From an optimization exercise on the open Yosys and OpenROAD flow, aimed at small area, a short achievable clock period and few clock cycles; shortcuts taken in it are not production practice.
The RTL was checked by simulation tests, not by an equivalence proof against the original design.
No activity file was given, so power comes from the tool's default toggle rates.

==> flow/design.v <==
`timescale 1ns / 1ps
package ntsa_pkg;
   localparam int STAMP_W = 63;
   localparam int ANGLE_W = 32;
   localparam int OFFS_W  = 64;
   localparam int SKEW_W  = 32;
   localparam int SAMPLE_W = STAMP_W + 2 * ANGLE_W;
   localparam logic CMD_PUSH  = 1'b0;
   localparam logic CMD_QUERY = 1'b1;
   localparam int  CSR_ADDR_W      = 3;
   localparam logic [CSR_ADDR_W-1:0] CSR_WARN_SKEW = 3'd0;
   localparam logic [SKEW_W-1:0]     SKEW_RESET    = 32'd50000000;
   typedef struct packed {
      logic                       cmd;
      logic [STAMP_W-1:0]         stamp_ns;
      logic signed [ANGLE_W-1:0]  yaw_in;
      logic signed [ANGLE_W-1:0]  pitch_in;
   } req_type;
   typedef struct packed {
      logic signed [ANGLE_W-1:0]  yaw_out;
      logic signed [ANGLE_W-1:0]  pitch_out;
      logic signed [OFFS_W-1:0]   offset_ns;
      logic                       empty_flag;
      logic                       late_flag;
   } rsp_type;
   typedef struct packed {
      logic [STAMP_W-1:0]         stamp;
      logic signed [ANGLE_W-1:0]  yaw;
      logic signed [ANGLE_W-1:0]  pitch;
   } sample_type;
   typedef struct packed {
      logic clear;
      logic valid;
   } match_ctl_type;
   typedef struct packed {
      logic                       found;
      logic [STAMP_W-1:0]         gap;
      logic signed [OFFS_W-1:0]   diff;
      logic signed [ANGLE_W-1:0]  yaw;
      logic signed [ANGLE_W-1:0]  pitch;
   } match_type;
   typedef enum logic [1:0] {
      ST_IDLE,
      ST_SCAN,
      ST_DRAIN,
      ST_FINISH
   } state_type;
endpackage
`timescale 1ns / 1ps
module ntsa_cell (
   input  logic                  clock,
   input  logic                  shift_en,
   input  ntsa_pkg::sample_type  left_sample,
   output ntsa_pkg::sample_type  cell_sample
);
   ntsa_pkg::sample_type sample_ff;
   always_ff @(posedge clock) begin
      if (shift_en) begin
         sample_ff <= left_sample;
      end
   end
   assign cell_sample = sample_ff;
endmodule
`timescale 1ns / 1ps
module ntsa_match (
   input  logic                          clock,
   input  logic                          reset,
   input  ntsa_pkg::match_ctl_type       ctl,
   input  ntsa_pkg::sample_type          sample,
   input  logic [ntsa_pkg::STAMP_W-1:0]  query_time,
   output ntsa_pkg::match_type           best
);
   logic [ntsa_pkg::OFFS_W-1:0]   fwd_diff;
   logic [ntsa_pkg::OFFS_W-1:0]   rev_diff;
   logic                s1_valid_ff;
   logic [ntsa_pkg::STAMP_W-1:0]  s1_gap_ff;
   logic [ntsa_pkg::OFFS_W-1:0]   s1_diff_ff;
   logic [ntsa_pkg::ANGLE_W-1:0]  s1_yaw_ff;
   logic [ntsa_pkg::ANGLE_W-1:0]  s1_pitch_ff;
   logic                take;
   ntsa_pkg::match_type           best_ff;
   assign fwd_diff = {1'b0, sample.stamp} - {1'b0, query_time};
   assign rev_diff = {1'b0, query_time} - {1'b0, sample.stamp};
   always_ff @(posedge clock) begin
      if (reset) begin
         s1_valid_ff <= 1'b0;
      end else begin
         s1_valid_ff <= ctl.valid;
      end
   end
   always_ff @(posedge clock) begin
      if (ctl.valid) begin
         s1_gap_ff   <= fwd_diff[ntsa_pkg::OFFS_W-1] ? rev_diff[ntsa_pkg::STAMP_W-1:0] : fwd_diff[ntsa_pkg::STAMP_W-1:0];
         s1_diff_ff  <= fwd_diff;
         s1_yaw_ff   <= sample.yaw;
         s1_pitch_ff <= sample.pitch;
      end
   end
   assign take = s1_valid_ff && (!best_ff.found || (s1_gap_ff < best_ff.gap));
   always_ff @(posedge clock) begin
      if (reset || ctl.clear) begin
         best_ff.found <= 1'b0;
      end else if (take) begin
         best_ff.found <= 1'b1;
      end
      if (take) begin
         best_ff.gap   <= s1_gap_ff;
         best_ff.diff  <= s1_diff_ff;
         best_ff.yaw   <= s1_yaw_ff;
         best_ff.pitch <= s1_pitch_ff;
      end
   end
   assign best = best_ff;
endmodule
`timescale 1ns / 1ps
module nearest_timestamp_sample_align #(
   parameter int DEPTH = 50
) (
   input  logic                              clock,
   input  logic                              reset,
   input  logic                              req_valid,
   output logic                              req_ready,
   input  ntsa_pkg::req_type                 req_payload,
   output logic                              rsp_valid,
   input  logic                              rsp_ready,
   output ntsa_pkg::rsp_type                 rsp_payload,
   input  logic                              psel,
   input  logic                              penable,
   input  logic                              pwrite,
   input  logic [ntsa_pkg::CSR_ADDR_W-1:0]   paddr,
   input  logic [31:0]                       pwdata,
   output logic [31:0]                       prdata,
   output logic                              pready
);
   localparam int CNT_W = $clog2(DEPTH + 1);
   localparam logic [CNT_W-1:0] DEPTH_C = CNT_W'(DEPTH);
   localparam logic [CNT_W-1:0] LAST_C  = CNT_W'(DEPTH - 1);
   ntsa_pkg::state_type           state_ff, state_in;
   logic [CNT_W-1:0]    fill_ff, fill_in;
   logic [CNT_W-1:0]    scan_ff, scan_in;
   logic [ntsa_pkg::STAMP_W-1:0]  query_stamp_ff;
   logic [ntsa_pkg::SKEW_W-1:0]   warn_skew_ff;
   logic                rsp_valid_ff, rsp_valid_in;
   ntsa_pkg::rsp_type             rsp_data_ff;
   ntsa_pkg::rsp_type             rsp_data_in;
   logic                req_fire;
   logic                push_fire;
   logic                query_fire;
   logic                shift_en;
   logic                rsp_load;
   ntsa_pkg::sample_type          chain_src;
   logic [DEPTH-1:0][ntsa_pkg::SAMPLE_W-1:0] cell_q;
   ntsa_pkg::match_ctl_type       match_ctl;
   ntsa_pkg::match_type           best;
   assign pready = 1'b1;
   always_ff @(posedge clock) begin
      if (reset) begin
         warn_skew_ff <= ntsa_pkg::SKEW_RESET;
      end else if (psel && penable && pwrite && (paddr == ntsa_pkg::CSR_WARN_SKEW)) begin
         warn_skew_ff <= pwdata;
      end
   end
   assign prdata = (paddr == ntsa_pkg::CSR_WARN_SKEW) ? warn_skew_ff : 32'd0;
   assign req_ready  = (state_ff == ntsa_pkg::ST_IDLE);
   assign req_fire   = req_valid && req_ready;
   assign push_fire  = req_fire && (req_payload.cmd == ntsa_pkg::CMD_PUSH);
   assign query_fire = req_fire && (req_payload.cmd == ntsa_pkg::CMD_QUERY);
   assign shift_en  = push_fire || (state_ff == ntsa_pkg::ST_SCAN);
   assign chain_src = (state_ff == ntsa_pkg::ST_SCAN) ? cell_q[DEPTH-1] :
                      {req_payload.stamp_ns, req_payload.yaw_in, req_payload.pitch_in};
   for (genvar g = 0; g < DEPTH; g++) begin : g_cell
      if (g == 0) begin : g_head
         ntsa_cell u_cell (
            .clock       (clock),
            .shift_en    (shift_en),
            .left_sample (chain_src),
            .cell_sample (cell_q[g])
         );
      end else begin : g_body
         ntsa_cell u_cell (
            .clock       (clock),
            .shift_en    (shift_en),
            .left_sample (cell_q[g-1]),
            .cell_sample (cell_q[g])
         );
      end
   end
   assign match_ctl.clear = query_fire;
   assign match_ctl.valid = (state_ff == ntsa_pkg::ST_SCAN) && (scan_ff >= (DEPTH_C - fill_ff));
   ntsa_match u_match (
      .clock       (clock),
      .reset       (reset),
      .ctl         (match_ctl),
      .sample      (cell_q[DEPTH-1]),
      .query_time  (query_stamp_ff),
      .best        (best)
   );
   always_ff @(posedge clock) begin
      if (query_fire) begin
         query_stamp_ff <= req_payload.stamp_ns;
      end
   end
   always_comb begin
      state_in = state_ff;
      scan_in  = scan_ff;
      fill_in  = fill_ff;
      rsp_load = 1'b0;
      case (state_ff)
         ntsa_pkg::ST_IDLE: begin
            scan_in = '0;
            if (push_fire && (fill_ff != DEPTH_C)) begin
               fill_in = fill_ff + 1'b1;
            end
            if (query_fire) begin
               state_in = (fill_ff == '0) ? ntsa_pkg::ST_FINISH : ntsa_pkg::ST_SCAN;
            end
         end
         ntsa_pkg::ST_SCAN: begin
            scan_in = scan_ff + 1'b1;
            if (scan_ff == LAST_C) begin
               state_in = ntsa_pkg::ST_DRAIN;
            end
         end
         ntsa_pkg::ST_DRAIN: begin
            state_in = ntsa_pkg::ST_FINISH;
         end
         ntsa_pkg::ST_FINISH: begin
            if (!rsp_valid_ff || rsp_ready) begin
               rsp_load = 1'b1;
               state_in = ntsa_pkg::ST_IDLE;
            end
         end
         default: begin
            state_in = ntsa_pkg::ST_IDLE;
         end
      endcase
   end
   always_ff @(posedge clock) begin
      if (reset) begin
         state_ff <= ntsa_pkg::ST_IDLE;
         fill_ff  <= '0;
         scan_ff  <= '0;
      end else begin
         state_ff <= state_in;
         fill_ff  <= fill_in;
         scan_ff  <= scan_in;
      end
   end
   always_comb begin
      rsp_data_in.yaw_out    = best.found ? best.yaw   : '0;
      rsp_data_in.pitch_out  = best.found ? best.pitch : '0;
      rsp_data_in.offset_ns  = best.found ? best.diff  : '0;
      rsp_data_in.empty_flag = !best.found;
      rsp_data_in.late_flag  = best.found &&
                               (best.gap > {{(ntsa_pkg::STAMP_W-ntsa_pkg::SKEW_W){1'b0}}, warn_skew_ff});
   end
   assign rsp_valid_in = rsp_load || (rsp_valid_ff && !rsp_ready);
   always_ff @(posedge clock) begin
      if (reset) begin
         rsp_valid_ff <= 1'b0;
      end else begin
         rsp_valid_ff <= rsp_valid_in;
      end
   end
   always_ff @(posedge clock) begin
      if (rsp_load) begin
         rsp_data_ff <= rsp_data_in;
      end
   end
   assign rsp_valid   = rsp_valid_ff;
   assign rsp_payload = rsp_data_ff;
endmodule
`timescale 1ns / 1ps
module ntsa_top (
   input  logic         clock,
   input  logic         reset,
   input  logic         req_valid,
   output logic         req_ready,
   input  logic         req_cmd,
   input  logic [62:0]  req_stamp_ns,
   input  logic [31:0]  req_yaw,
   input  logic [31:0]  req_pitch,
   output logic         rsp_valid,
   input  logic         rsp_ready,
   output logic [31:0]  rsp_yaw,
   output logic [31:0]  rsp_pitch,
   output logic [63:0]  rsp_offset_ns,
   output logic         rsp_empty,
   output logic         rsp_late,
   input  logic         psel,
   input  logic         penable,
   input  logic         pwrite,
   input  logic [2:0]   paddr,
   input  logic [31:0]  pwdata,
   output logic [31:0]  prdata,
   output logic         pready
);
   ntsa_pkg::req_type req_payload;
   ntsa_pkg::rsp_type rsp_payload;
   assign req_payload.cmd      = req_cmd;
   assign req_payload.stamp_ns = req_stamp_ns;
   assign req_payload.yaw_in   = req_yaw;
   assign req_payload.pitch_in = req_pitch;
   nearest_timestamp_sample_align #(
      .DEPTH(50)
   ) u_align (
      .clock       (clock),
      .reset       (reset),
      .req_valid   (req_valid),
      .req_ready   (req_ready),
      .req_payload (req_payload),
      .rsp_valid   (rsp_valid),
      .rsp_ready   (rsp_ready),
      .rsp_payload (rsp_payload),
      .psel        (psel),
      .penable     (penable),
      .pwrite      (pwrite),
      .paddr       (paddr),
      .pwdata      (pwdata),
      .prdata      (prdata),
      .pready      (pready)
   );
   assign rsp_yaw       = rsp_payload.yaw_out;
   assign rsp_pitch     = rsp_payload.pitch_out;
   assign rsp_offset_ns = rsp_payload.offset_ns;
   assign rsp_empty     = rsp_payload.empty_flag;
   assign rsp_late      = rsp_payload.late_flag;
endmodule
==> flow/run.sh <==
#!/bin/bash
# synth_recipe.tcl (not shown) runs the flow's synth.tcl, then flattens the netlist and writes it again
# the make line also repeats each setting of config.mk as NAME=value (left out here)
make -C /OpenROAD-flow-scripts/flow DESIGN_CONFIG=/design/flow/config.mk WORK_HOME=/design/flow/orfs CLKGATE_MAP_FILE= SYNTH_SCRIPT=/design/flow/synth_recipe.tcl finish
==> flow/config.mk <==
export PLATFORM = sky130hd
export DESIGN_NAME = ntsa_top
export DESIGN_NICKNAME = ntsa_top
export VERILOG_FILES = /design/flow/design.v
export SDC_FILE = /design/flow/constraint.sdc
export NUM_CORES = 4
export LEC_CHECK = 0
export CAP_MARGIN = 20
export CORE_MARGIN = 2
export CORE_UTILIZATION = 40
export SLEW_MARGIN = 20
==> flow/constraint.sdc <==
create_clock -name core_clock -period 5.0 [get_ports {clock}]
set_input_delay 1.0000 -clock core_clock [delete_from_list [all_inputs] [get_ports {clock}]]
set_output_delay 1.0000 -clock core_clock [all_outputs]
set_load 0.01 [all_outputs]
==> qor.csv, run 1 <==
metric;value;unit
synth_largest_area_cell;edfxtp_1;
ys_seq_area_share;93.5;%
grt_pass1_vias;84800;
total_power;0.161;W
area_growth_syn_to_layout;16.6;%
synth_ff_type;edfxtp_1;
startpoint;u_align.g_cell[49].g_body.u_cell.sample_ff[64];
vias_per_cell;4.66;
die_area;0.564;sq mm
worstSkewPairLatency;1120;ps
cts_tree;done;
ys_ff_latch;6972;
clk_pin_slew;70;ps
cts.sinks;6972;
antenna_left;0;
grt_pass1_wl;536000;um
grt_usage;12.2;%
power_density;617;mW/mm^2
drc;0;
setup_viol_count_final;0;
hold_violations;0;
outcome;no timing/DRC/antenna violations;
fin_crit;4290;ps
fin_worst_skew;93.0;ps
max-cap-violations;0;
worst_ep_required_time;5820;ps
drt_iter0_drc;7937;
place_ws;785;ps
grt.overflow.total;0;
first_pass_iters;5;
setup_ws;711;ps
rows;274;
drive_above_1_share;12.3;%
final.period_utilization;85.8;%
cts_resized;0;
worstPathMaxFanout;3;
holdCritPathClass;reg -> reg;
die_h;751;um
grt_max_degree;149;
yosysTopAreaCellShare;93.1;%
dpl.cell_count;17000;
fin_cells;18200;
synth_nets;9487;
io_buffer_count;333;
synthCells;9081;
die_w;751;um
num_vias;84900;
setup-tns-final;0;ps
avgSynthCellArea;24.6;sq um
start_kind;flip-flop;
synthTopCellsByArea;edfxtp_1 93%, ha_1 1.3%, mux2_2 0.66%;
worstSetupEndpointType;flip-flop;
finalNetCount;10600;
slew_headroom;15.8;%
min_from;u_align.g_cell[11].g_body.u_cell.sample_ff[122];
fmax;233;MHz
synth.distinct_cells;78;
async_flop_share;0;%
fin_area;0.260;sq mm
rsz0062_at_grt;false;
layout_commonest_cell;edfxtp_1;
initial_core_util;40.2;%
core_area;0.556;sq mm
htreeDepth;6;
p_leak;86.0;nW
r2r_start;u_align.g_cell[49].g_body.u_cell.sample_ff[64];
ys.warnings.count;3;
final_cell_mix;6,923 x edfxtp_1, 682 x clkbuf_16, 333 x clkdlybuf4s50_1, 256 x inv_1, 233 x ha_1;
placed_area;0.239;sq mm
ctsHoldBuffers;0;
worst_slew_pin_slew;1260;ps
numCtsBuffers;677;
arrival;5100;ps
ios;335;
cts-root-buf;clkbuf_16;
peakVddDrop;0.000457;V
routedWlPerCell;19.8;um
drv_slew;0;
antenna_found_initial;32;
synth_area;0.223;sq mm
reg2reg_slack;710;ps
critPathKind;reg -> reg;
hpwl;205000;um
synth_edf_count;6923;
clockBufferDepth;4;
wl;361000;um
cts_setup_buffers;0;
place_congestion;0.847;
-- worst max-delay path, stage by stage (launching register included) --
cell and delay, ps:
edfxtp_1 410, ha_1 260, fa_1 420, nand2b_1 180, a21oi_1 280, o21ai_1 260
o221ai_1 440, a2111oi_0 200, buf_4 190, o31ai_1 720, a21boi_0 200, mux2_1 340
xnor2_1 120
-- final timing paths --
kind	end	depth (start not counted)
worst min-delay path	u_align.g_cell[12].g_body.u_cell.sample_ff[122]	0
worst min register to register	u_align.g_cell[12].g_body.u_cell.sample_ff[122]	0
worst max-delay path	u_align.u_match.s1_gap_ff[38]	12
worst max register to register	u_align.u_match.s1_gap_ff[38]	12
-- cells in the mapped netlist (16+ instances only) --
master / n
nand3_1: 20
ha_1: 234
nand4_1: 50
a211o_1: 16
xnor2_1: 80
a21o_1: 95
nor3_1: 30
mux2i_1: 47
edfxtp_1: 6923
a21oi_1: 210
o21a_1: 18
inv_1: 257
o21bai_1: 40
clkbuf_1: 86
and2_1: 165
mux2_2: 130
nor2_1: 118
nand2_1: 140
dfxtp_1: 49
xor2_1: 51
o21ai_0: 93
-- flip-flops by register name (all words and copies together), names as in the netlist, 32 cells and up --
name                                    count
u_align.u_match.s1_yaw_ff                  32
u_align.query_stamp_ff                     63
u_align.rsp_data_ff                       130
u_align.u_match.s1_diff_ff                 63
u_align.u_match.s1_gap_ff                  63
u_align.u_match.s1_pitch_ff                32
u_align.g_cell.g_head.u_cell.sample_ff    127
u_align.warn_skew_ff                       32
u_align.u_match.best_ff                   191
u_align.g_cell.g_body.u_cell.sample_ff   6223
-- routing by layer --
layer	up-vias	global-route usage (%)	wire length, um
met4	0	3.88	10600
met2	1656	18.2	160000
met5	-	0	0
li1	38200	-	-
met1	44300	18.6	175000
met3	655	2.10	15500
-- power breakdown --
part           switching, W  internal, W
clock network        0.0213       0.0278
registers           0.00599       0.0932
logic               0.00952      0.00278
-- metrics by stage --
stage                     util, %  hold slack (ps)
after detailed placement     42.9              405
after floorplan                 -              400
after CTS                    46.8              353
final                        46.8              345
after global routing         46.8              362
after global placement       42.9              400
-- cells by family after synthesis --
kind of cell               synth area share [%]
DFF                                        93.5
and+or+nand+nor                            1.39
AOI/OAI and AO/OA                          1.71
buffers and inverters                     0.656
adders and majority gates                  1.33
muxes                                     0.891
xor gates and xnor gates                  0.528
other                                   0.00168
-- final cells by class --
class                           instances  area [sq um]
Clock inverter                        384          4020
Inverter                              258           971
Timing Repair Buffer                  562          6380
Fill cell                           44700        296000
Clock buffer                          833         17600
Multi-Input combinational cell       1738         13100
Antenna cell                           24          60.1
Sequential cell                      6972        209000
Tap cell                             7452          9320
Testbench counts, summed over its fixed seeds: cycles 79,435.
==> run 2, diff against run 1 <==
--- a/flow/design.v
+++ b/flow/design.v
@@ -39,23 +39,28 @@
       logic signed [ANGLE_W-1:0]  yaw;
       logic signed [ANGLE_W-1:0]  pitch;
    } match_type;
-   typedef enum logic [1:0] {
+   typedef enum logic [2:0] {
       ST_IDLE,
       ST_SCAN,
       ST_DRAIN,
-      ST_FINISH
+      ST_FINISH,
+      ST_DRAIN2
    } state_type;
 endpackage
 `timescale 1ns / 1ps
 module ntsa_cell (
    input  logic                  clock,
    input  logic                  shift_en,
+   input  logic                  scan_en,
    input  ntsa_pkg::sample_type  left_sample,
+   input  ntsa_pkg::sample_type  left2_sample,
    output ntsa_pkg::sample_type  cell_sample
 );
    ntsa_pkg::sample_type sample_ff;
    always_ff @(posedge clock) begin
-      if (shift_en) begin
+      if (scan_en) begin
+         sample_ff <= left2_sample;
+      end else if (shift_en) begin
          sample_ff <= left_sample;
       end
    end
@@ -66,37 +71,68 @@
    input  logic                          clock,
    input  logic                          reset,
    input  ntsa_pkg::match_ctl_type       ctl,
+   input  logic                          valid_new,
    input  ntsa_pkg::sample_type          sample,
+   input  ntsa_pkg::sample_type          sample_new,
    input  logic [ntsa_pkg::STAMP_W-1:0]  query_time,
    output ntsa_pkg::match_type           best
 );
-   logic [ntsa_pkg::OFFS_W-1:0]   fwd_diff;
-   logic [ntsa_pkg::OFFS_W-1:0]   rev_diff;
-   logic                s1_valid_ff;
-   logic [ntsa_pkg::STAMP_W-1:0]  s1_gap_ff;
-   logic [ntsa_pkg::OFFS_W-1:0]   s1_diff_ff;
-   logic [ntsa_pkg::ANGLE_W-1:0]  s1_yaw_ff;
-   logic [ntsa_pkg::ANGLE_W-1:0]  s1_pitch_ff;
-   logic                take;
-   ntsa_pkg::match_type           best_ff;
-   assign fwd_diff = {1'b0, sample.stamp} - {1'b0, query_time};
-   assign rev_diff = {1'b0, query_time} - {1'b0, sample.stamp};
+   logic [ntsa_pkg::OFFS_W-1:0]   fwd_o, rev_o, fwd_n, rev_n;
+   assign fwd_o = {1'b0, sample.stamp} - {1'b0, query_time};
+   assign rev_o = {1'b0, query_time} - {1'b0, sample.stamp};
+   assign fwd_n = {1'b0, sample_new.stamp} - {1'b0, query_time};
+   assign rev_n = {1'b0, query_time} - {1'b0, sample_new.stamp};
+   logic                          s1o_valid_ff, s1n_valid_ff;
+   logic [ntsa_pkg::STAMP_W-1:0]  s1o_gap_ff, s1n_gap_ff;
+   logic [ntsa_pkg::OFFS_W-1:0]   s1o_diff_ff, s1n_diff_ff;
+   logic [ntsa_pkg::ANGLE_W-1:0]  s1o_yaw_ff, s1n_yaw_ff;
+   logic [ntsa_pkg::ANGLE_W-1:0]  s1o_pitch_ff, s1n_pitch_ff;
    always_ff @(posedge clock) begin
       if (reset) begin
-         s1_valid_ff <= 1'b0;
+         s1o_valid_ff <= 1'b0;
+         s1n_valid_ff <= 1'b0;
       end else begin
-         s1_valid_ff <= ctl.valid;
+         s1o_valid_ff <= ctl.valid;
+         s1n_valid_ff <= valid_new;
       end
    end
    always_ff @(posedge clock) begin
       if (ctl.valid) begin
-         s1_gap_ff   <= fwd_diff[ntsa_pkg::OFFS_W-1] ? rev_diff[ntsa_pkg::STAMP_W-1:0] : fwd_diff[ntsa_pkg::STAMP_W-1:0];
-         s1_diff_ff  <= fwd_diff;
-         s1_yaw_ff   <= sample.yaw;
-         s1_pitch_ff <= sample.pitch;
+         s1o_gap_ff   <= fwd_o[ntsa_pkg::OFFS_W-1] ? rev_o[ntsa_pkg::STAMP_W-1:0] : fwd_o[ntsa_pkg::STAMP_W-1:0];
+         s1o_diff_ff  <= fwd_o;
+         s1o_yaw_ff   <= sample.yaw;
+         s1o_pitch_ff <= sample.pitch;
+      end
+      if (valid_new) begin
+         s1n_gap_ff   <= fwd_n[ntsa_pkg::OFFS_W-1] ? rev_n[ntsa_pkg::STAMP_W-1:0] : fwd_n[ntsa_pkg::STAMP_W-1:0];
+         s1n_diff_ff  <= fwd_n;
+         s1n_yaw_ff   <= sample_new.yaw;
+         s1n_pitch_ff <= sample_new.pitch;
+      end
+   end
+   logic                          pick_new;
+   logic                          s2_valid_ff;
+   logic [ntsa_pkg::STAMP_W-1:0]  s2_gap_ff;
+   logic [ntsa_pkg::OFFS_W-1:0]   s2_diff_ff;
+   logic [ntsa_pkg::ANGLE_W-1:0]  s2_yaw_ff;
+   logic [ntsa_pkg::ANGLE_W-1:0]  s2_pitch_ff;
+   assign pick_new = s1n_valid_ff && (!s1o_valid_ff || (s1n_gap_ff < s1o_gap_ff));
+   always_ff @(posedge clock) begin
+      if (reset) begin
+         s2_valid_ff <= 1'b0;
+      end else begin
+         s2_valid_ff <= s1o_valid_ff || s1n_valid_ff;
+      end
+      if (s1o_valid_ff || s1n_valid_ff) begin
+         s2_gap_ff   <= pick_new ? s1n_gap_ff   : s1o_gap_ff;
+         s2_diff_ff  <= pick_new ? s1n_diff_ff  : s1o_diff_ff;
+         s2_yaw_ff   <= pick_new ? s1n_yaw_ff   : s1o_yaw_ff;
+         s2_pitch_ff <= pick_new ? s1n_pitch_ff : s1o_pitch_ff;
       end
    end
-   assign take = s1_valid_ff && (!best_ff.found || (s1_gap_ff < best_ff.gap));
+   logic                take;
+   ntsa_pkg::match_type best_ff;
+   assign take = s2_valid_ff && (!best_ff.found || (s2_gap_ff < best_ff.gap));
    always_ff @(posedge clock) begin
       if (reset || ctl.clear) begin
          best_ff.found <= 1'b0;
@@ -104,10 +140,10 @@
          best_ff.found <= 1'b1;
       end
       if (take) begin
-         best_ff.gap   <= s1_gap_ff;
-         best_ff.diff  <= s1_diff_ff;
-         best_ff.yaw   <= s1_yaw_ff;
-         best_ff.pitch <= s1_pitch_ff;
+         best_ff.gap   <= s2_gap_ff;
+         best_ff.diff  <= s2_diff_ff;
+         best_ff.yaw   <= s2_yaw_ff;
+         best_ff.pitch <= s2_pitch_ff;
       end
    end
    assign best = best_ff;
@@ -134,7 +170,7 @@
 );
    localparam int CNT_W = $clog2(DEPTH + 1);
    localparam logic [CNT_W-1:0] DEPTH_C = CNT_W'(DEPTH);
-   localparam logic [CNT_W-1:0] LAST_C  = CNT_W'(DEPTH - 1);
+   localparam logic [CNT_W-1:0] LAST_C  = CNT_W'(DEPTH / 2 - 1);
    ntsa_pkg::state_type           state_ff, state_in;
    logic [CNT_W-1:0]    fill_ff, fill_in;
    logic [CNT_W-1:0]    scan_ff, scan_in;
@@ -147,6 +183,7 @@
    logic                push_fire;
    logic                query_fire;
    logic                shift_en;
+   logic                scan_en;
    logic                rsp_load;
    ntsa_pkg::sample_type          chain_src;
    logic [DEPTH-1:0][ntsa_pkg::SAMPLE_W-1:0] cell_q;
@@ -165,33 +202,45 @@
    assign req_fire   = req_valid && req_ready;
    assign push_fire  = req_fire && (req_payload.cmd == ntsa_pkg::CMD_PUSH);
    assign query_fire = req_fire && (req_payload.cmd == ntsa_pkg::CMD_QUERY);
-   assign shift_en  = push_fire || (state_ff == ntsa_pkg::ST_SCAN);
-   assign chain_src = (state_ff == ntsa_pkg::ST_SCAN) ? cell_q[DEPTH-1] :
-                      {req_payload.stamp_ns, req_payload.yaw_in, req_payload.pitch_in};
+   assign shift_en  = push_fire;
+   assign scan_en   = (state_ff == ntsa_pkg::ST_SCAN);
+   assign chain_src = {req_payload.stamp_ns, req_payload.yaw_in, req_payload.pitch_in};
    for (genvar g = 0; g < DEPTH; g++) begin : g_cell
+      ntsa_pkg::sample_type left1, left2;
       if (g == 0) begin : g_head
-         ntsa_cell u_cell (
-            .clock       (clock),
-            .shift_en    (shift_en),
-            .left_sample (chain_src),
-            .cell_sample (cell_q[g])
-         );
+         assign left1 = chain_src;
       end else begin : g_body
-         ntsa_cell u_cell (
-            .clock       (clock),
-            .shift_en    (shift_en),
-            .left_sample (cell_q[g-1]),
-            .cell_sample (cell_q[g])
-         );
+         assign left1 = cell_q[g-1];
       end
-   end
+      if (g < 2) begin : g_wrap
+         assign left2 = cell_q[DEPTH-2+g];
+      end else begin : g_rot
+         assign left2 = cell_q[g-2];
+      end
+      ntsa_cell u_cell (
+         .clock        (clock),
+         .shift_en     (shift_en),
+         .scan_en      (scan_en),
+         .left_sample  (left1),
+         .left2_sample (left2),
+         .cell_sample  (cell_q[g])
+      );
+   end
+   logic [CNT_W:0] pos_old;
+   logic [CNT_W:0] pos_new;
+   assign pos_old = (CNT_W+1)'(DEPTH - 1) - {scan_ff, 1'b0};
+   assign pos_new = (CNT_W+1)'(DEPTH - 2) - {scan_ff, 1'b0};
    assign match_ctl.clear = query_fire;
-   assign match_ctl.valid = (state_ff == ntsa_pkg::ST_SCAN) && (scan_ff >= (DEPTH_C - fill_ff));
+   assign match_ctl.valid = (state_ff == ntsa_pkg::ST_SCAN) && (pos_old < {1'b0, fill_ff});
+   logic match_valid_new;
+   assign match_valid_new = (state_ff == ntsa_pkg::ST_SCAN) && (pos_new < {1'b0, fill_ff});
    ntsa_match u_match (
       .clock       (clock),
       .reset       (reset),
       .ctl         (match_ctl),
+      .valid_new   (match_valid_new),
       .sample      (cell_q[DEPTH-1]),
+      .sample_new  (cell_q[DEPTH-2]),
       .query_time  (query_stamp_ff),
       .best        (best)
    );
@@ -222,6 +271,9 @@
             end
          end
          ntsa_pkg::ST_DRAIN: begin
+            state_in = ntsa_pkg::ST_DRAIN2;
+         end
+         ntsa_pkg::ST_DRAIN2: begin
             state_in = ntsa_pkg::ST_FINISH;
          end
          ntsa_pkg::ST_FINISH: begin
==> qor.csv, run 2 <==
metric;value;unit;change
reg2reg_slack;240;ps;was 710 ps
outcome;no timing/DRC/antenna violations;;unchanged
clk_pin_slew;60;ps;was 70 ps
htreeDepth;6;;unchanged
synthAdderAreaFrac;1.65;%;was 1.33%
antenna_left;0;;unchanged
cts-root-buf;clkbuf_16;;unchanged
place_congestion;0.926;;was 0.847
p_leak;151;nW;was 86.0 nW
drv_slew;0;;unchanged
worstPathMaxFanout;7;;was 3
intPower;0.155;W;was 0.124 W
ctsHoldBuffers;0;;unchanged
place_ws;188;ps;was 785 ps
largest_reg_flops;6350;;was 6,223
start_kind;flip-flop;;unchanged
worst_ep_required_time;5850;ps;was 5820 ps
hpwl;535000;um;was 205,000 um
rr_worst_depth;15;;was 12
fmax;210;MHz;was 233 MHz
finalNetCount;32000;;was 10,600
rsz0062_at_grt;false;;unchanged
async_flop_share;0;%;unchanged
die_w;901;um;was 751 um
synth_commonest_cells;18,900 x nand2_1, 7,303 x edfxtp_1, 1,400 x clkbuf_1;;was 6,923 x edfxtp_1, 257 x inv_1, 234 x ha_1
holdWs;358;ps;was 345 ps
ys_ff_latch;7355;;was 6,972
synth_ff_type;edfxtp_1;;unchanged
grt_pass1_vias;197000;;was 84,800
num_vias;209000;;was 84,900
hold_violations;0;;unchanged
worstSetupEndpointType;flip-flop;;unchanged
worstSkewPairLatency;1180;ps;was 1120 ps
fillCellCount;74200;;was 44,700
ys_seq_area_share;68.5;%;was 93.5%
avgSynthCellArea;10.3;sq um;was 24.6 sq um
wl;819000;um;was 361,000 um
io_buffer_count;333;;unchanged
hold-path-endpoint;u_align.u_match.s2_valid_ff;;was u_align.g_cell[12].g_body.u_cell.sample_ff[122]
gr-usage-met1;29.3;%;was 18.6%
critPathKind;reg -> reg;;unchanged
numCtsBuffers;785;;was 677
setup-tns-final;0;ps;unchanged
min_path_cells;2;;was 0
p_comb_share;27.7;%;was 7.7%
synthTopCellsByArea;edfxtp_1 68%, nand2_1 22%, clkbuf_1 1.6%;;was edfxtp_1 93%, ha_1 1.3%, mux2_2 0.66%
ios;335;;unchanged
yosys.area_share.simple;23.4;%;was 1.39%
grt_usage;19.5;%;was 12.2%
setup_viol_count_final;0;;unchanged
min_from;reset;;was u_align.g_cell[11].g_body.u_cell.sample_ff[122]
top_usage_layer;met1;;unchanged
core_area;0.802;sq mm;was 0.556 sq mm
yosysTopAreaCellShare;68.1;%;was 93.1%
muxShareOfSynthArea;0.916;%;was 0.891%
yosysMostFrequentCell;nand2_1;;was edfxtp_1
worst_slew_pin_slew;1230;ps;was 1260 ps
startpoint;u_align.query_stamp_ff[33];;was u_align.g_cell[49].g_body.u_cell.sample_ff[64]
drt_iter0_drc;20700;;was 7,937
final.period_utilization;95.1;%;was 85.8%
ys.warnings.count;3;;unchanged
cts_tree;done;;unchanged
cts_setup_buffers;0;;unchanged
p_seq_share;48.2;%;was 61.7%
max-cap-violations;0;;unchanged
antenna_found_initial;99;;was 32
fin_worst_skew;102;ps;was 93.0 ps
reg.largest.list;u_align.g_cell.u_cell.sample_ff: 6350 flops, u_align.u_match.best_ff: 191 flops, u_align.rsp_data_ff: 130 flops;;was u_align.g_cell.g_body.u_cell.sample_ff: 6223 flops, u_align.u_match.best_ff: 191 flops, u_align.rsp_data_ff: 130 flops
drive_above_1_share;6.02;%;was 12.3%
synth_edf_count;7303;;was 6,923
swShare;34.5;%;was 22.9%
synth_nets;31900;;was 9,487
die_area;0.812;sq mm;was 0.564 sq mm
total_power;0.237;W;was 0.161 W
r2r_end;u_align.u_match.s1o_gap_ff[55];;was u_align.u_match.s1_gap_ff[38]
power.share.clock;24.1;%;was 30.6%
power.switching;0.0818;W;was 0.0368 W
synth_top_family_by_area;simple AND/OR/NAND/NOR gates;;was compound AO/OA/AOI/OAI gates
met2_usage;29.3;%;was 18.2%
cts_resized;0;;unchanged
rows;329;;was 274
grt_max_degree;222;;was 149
power_density;652;mW/mm^2;was 617 mW/mm^2
grt.overflow.total;0;;unchanged
use_met3;3.01;%;was 2.10%
fin_crit;4760;ps;was 4290 ps
setup_ws;243;ps;was 711 ps
synthXorXnorAreaFrac;0.675;%;was 0.528%
routedWlPerCell;19.2;um;was 19.8 um
arrival;5610;ps;was 5100 ps
die_h;901;um;was 751 um
area_growth_syn_to_layout;13.1;%;was 16.6%
initial_core_util;40.1;%;was 40.2%
regMostFlops;u_align.g_cell.u_cell.sample_ff;;was u_align.g_cell.g_body.u_cell.sample_ff
vias_per_cell;4.89;;was 4.66
slew_headroom;17.6;%;was 15.8%
drc;0;;unchanged
peakVddDrop;0.000594;V;was 0.000457 V
synth_area;0.322;sq mm;was 0.223 sq mm
clockBufferDepth;4;;unchanged
first_pass_iters;6;;was 5
cts.sinks;7355;;was 6,972
synth_compound_area_share;2.48;%;was 1.71%
r2r_start;u_align.query_stamp_ff[33];;was u_align.g_cell[49].g_body.u_cell.sample_ff[64]
synthCells;31300;;was 9,081
holdCritPathClass;in -> reg;;was reg -> reg
grt_pass1_wl;1240000;um;was 536,000 um
final_cell_mix;18,900 x nand2_1, 7,303 x edfxtp_1, 791 x clkbuf_16, 438 x buf_4, 417 x ha_1;;was 6,923 x edfxtp_1, 682 x clkbuf_16, 333 x clkdlybuf4s50_1, 256 x inv_1, 233 x ha_1
synth.distinct_cells;102;;was 78
synth_largest_area_cell;edfxtp_1;;unchanged
layout_commonest_cell;nand2_1;;was edfxtp_1
==> run 2: final cells by class <==
class / instances / area, sq um / area share [%]
Tap cell: 10600 / 13300 / 3.64
Timing Repair Buffer: 949 / 10200 / 2.80
Antenna cell: 53 / 133 / 0.0364
Inverter: 415 / 1560 / 0.428
Clock buffer: 969 / 20500 / 5.62
Clock inverter: 471 / 4430 / 1.22
Sequential cell: 7355 / 220000 / 60.5
Multi-Input combinational cell: 21900 / 93700 / 25.7
==> run 2: per-stage QoR <==
stage | area, sq um | cells | utilization, %
after global routing | 364000 | 42700 | 45.4
after global placement | 339000 | 41200 | 42.3
final | 364000 | 42700 | 45.4
after detailed placement | 339000 | 41200 | 42.3
after floorplan | 322000 | 31300 | -
after CTS | 364000 | 42600 | 45.4
==> run 2: critical path, cell delays in order (launching register included) <==
cell	delay [ps]
edfxtp_1	420
ha_1	430
buf_4	210
a21oi_1	300
nand2_1	90
a221oi_1	760
o21ai_0	250
nor3_2	470
buf_4	220
o31ai_1	110
buf_4	210
a211oi_1	510
nor2_1	100
mux2i_1	190
xnor2_1	80
buf_4	150
==> run 2: how the worst max path moves through the flow <==
stage	slack [ps]	end	depth (start not counted)
after floorplan	-22000	u_align.g_cell[0].u_cell.sample_ff[0]	2
after global placement	3	u_align.u_match.s1o_gap_ff[2]	13
after detailed placement	190	u_align.u_match.s1o_gap_ff[55]	15
after CTS	130	u_align.u_match.s1o_gap_ff[55]	16
after global routing	50	u_align.u_match.s1o_gap_ff[55]	16
final	240	u_align.u_match.s1o_gap_ff[55]	15
==> run 2: layer usage <==
| metal | vias to the layer above | routed length [um] |
|---|---|---|
| li1 | 103000 | - |
| met1 | 99900 | 393000 |
| met2 | 4525 | 357000 |
| met3 | 1065 | 43500 |
| met4 | 16 | 24600 |
| met5 | - | 110 |
==> run 2: power by group through the flow <==
| stage | Sequential [W] | Combinational (W) | Clock [W] |
|---|---|---|---|
| 4_1_cts | 0.114 | 0.0666 | 0.0587 |
| 3_3_place_gp | 0.115 | 0.0651 | 0 |
| 3_5_place_dp | 0.115 | 0.0660 | 0 |
| 2_1_floorplan | 0.0913 | 0.0288 | 0 |
| 6_report | 0.114 | 0.0656 | 0.0572 |
| 5_1_grt | 0.117 | 0.0749 | 0.0609 |
==> run 2: cell families after synthesis <==
kind of cell | Yosys count
AO/OA/AOI/OAI | 1283
XOR/XNOR | 248
adder cells (fa/ha/maj) | 421
buffers and inverters | 2022
flip-flops | 7355
multiplexers | 269
other | 1
AND/OR/NAND/NOR | 19700
Testbench counts of run 2, summed over its fixed seeds: cycles 44,251.

==> what the ideal ports hide <==
No port has a modelled driver above. Below, the same layouts with a new extraction and two added sets of constraints.
Step 1 assumes that a clkbuf_16 drives the clock port and a buf_2 every other input.
Step 2 moves the port delays by t, midway between the first and last clock arrival at a register: inputs arrive t later, outputs are due t later. That takes back most of the time a late clock gives input paths.
Slacks: no drivers / after step 1 / after step 2; pairs: no drivers / after step 1.
| run | t (ns) | slack for setup (ns) | worst hold slack (ns) | worst slew at a driven data input, ns | pins driven straight from the clock port |
|---|---|---|---|---|---|
| run 1 | 1.195 | 0.711 / 0.711 / 0.711 | 0.345 / 0.345 / 0.345 | 0.29 | 1 |
| run 2 | 1.276 | 0.243 / 0.243 / 0.243 | 0.358 / 0.237 / 0.416 | 0.49 | 1 |
After both steps setup and hold are still met in every run listed.
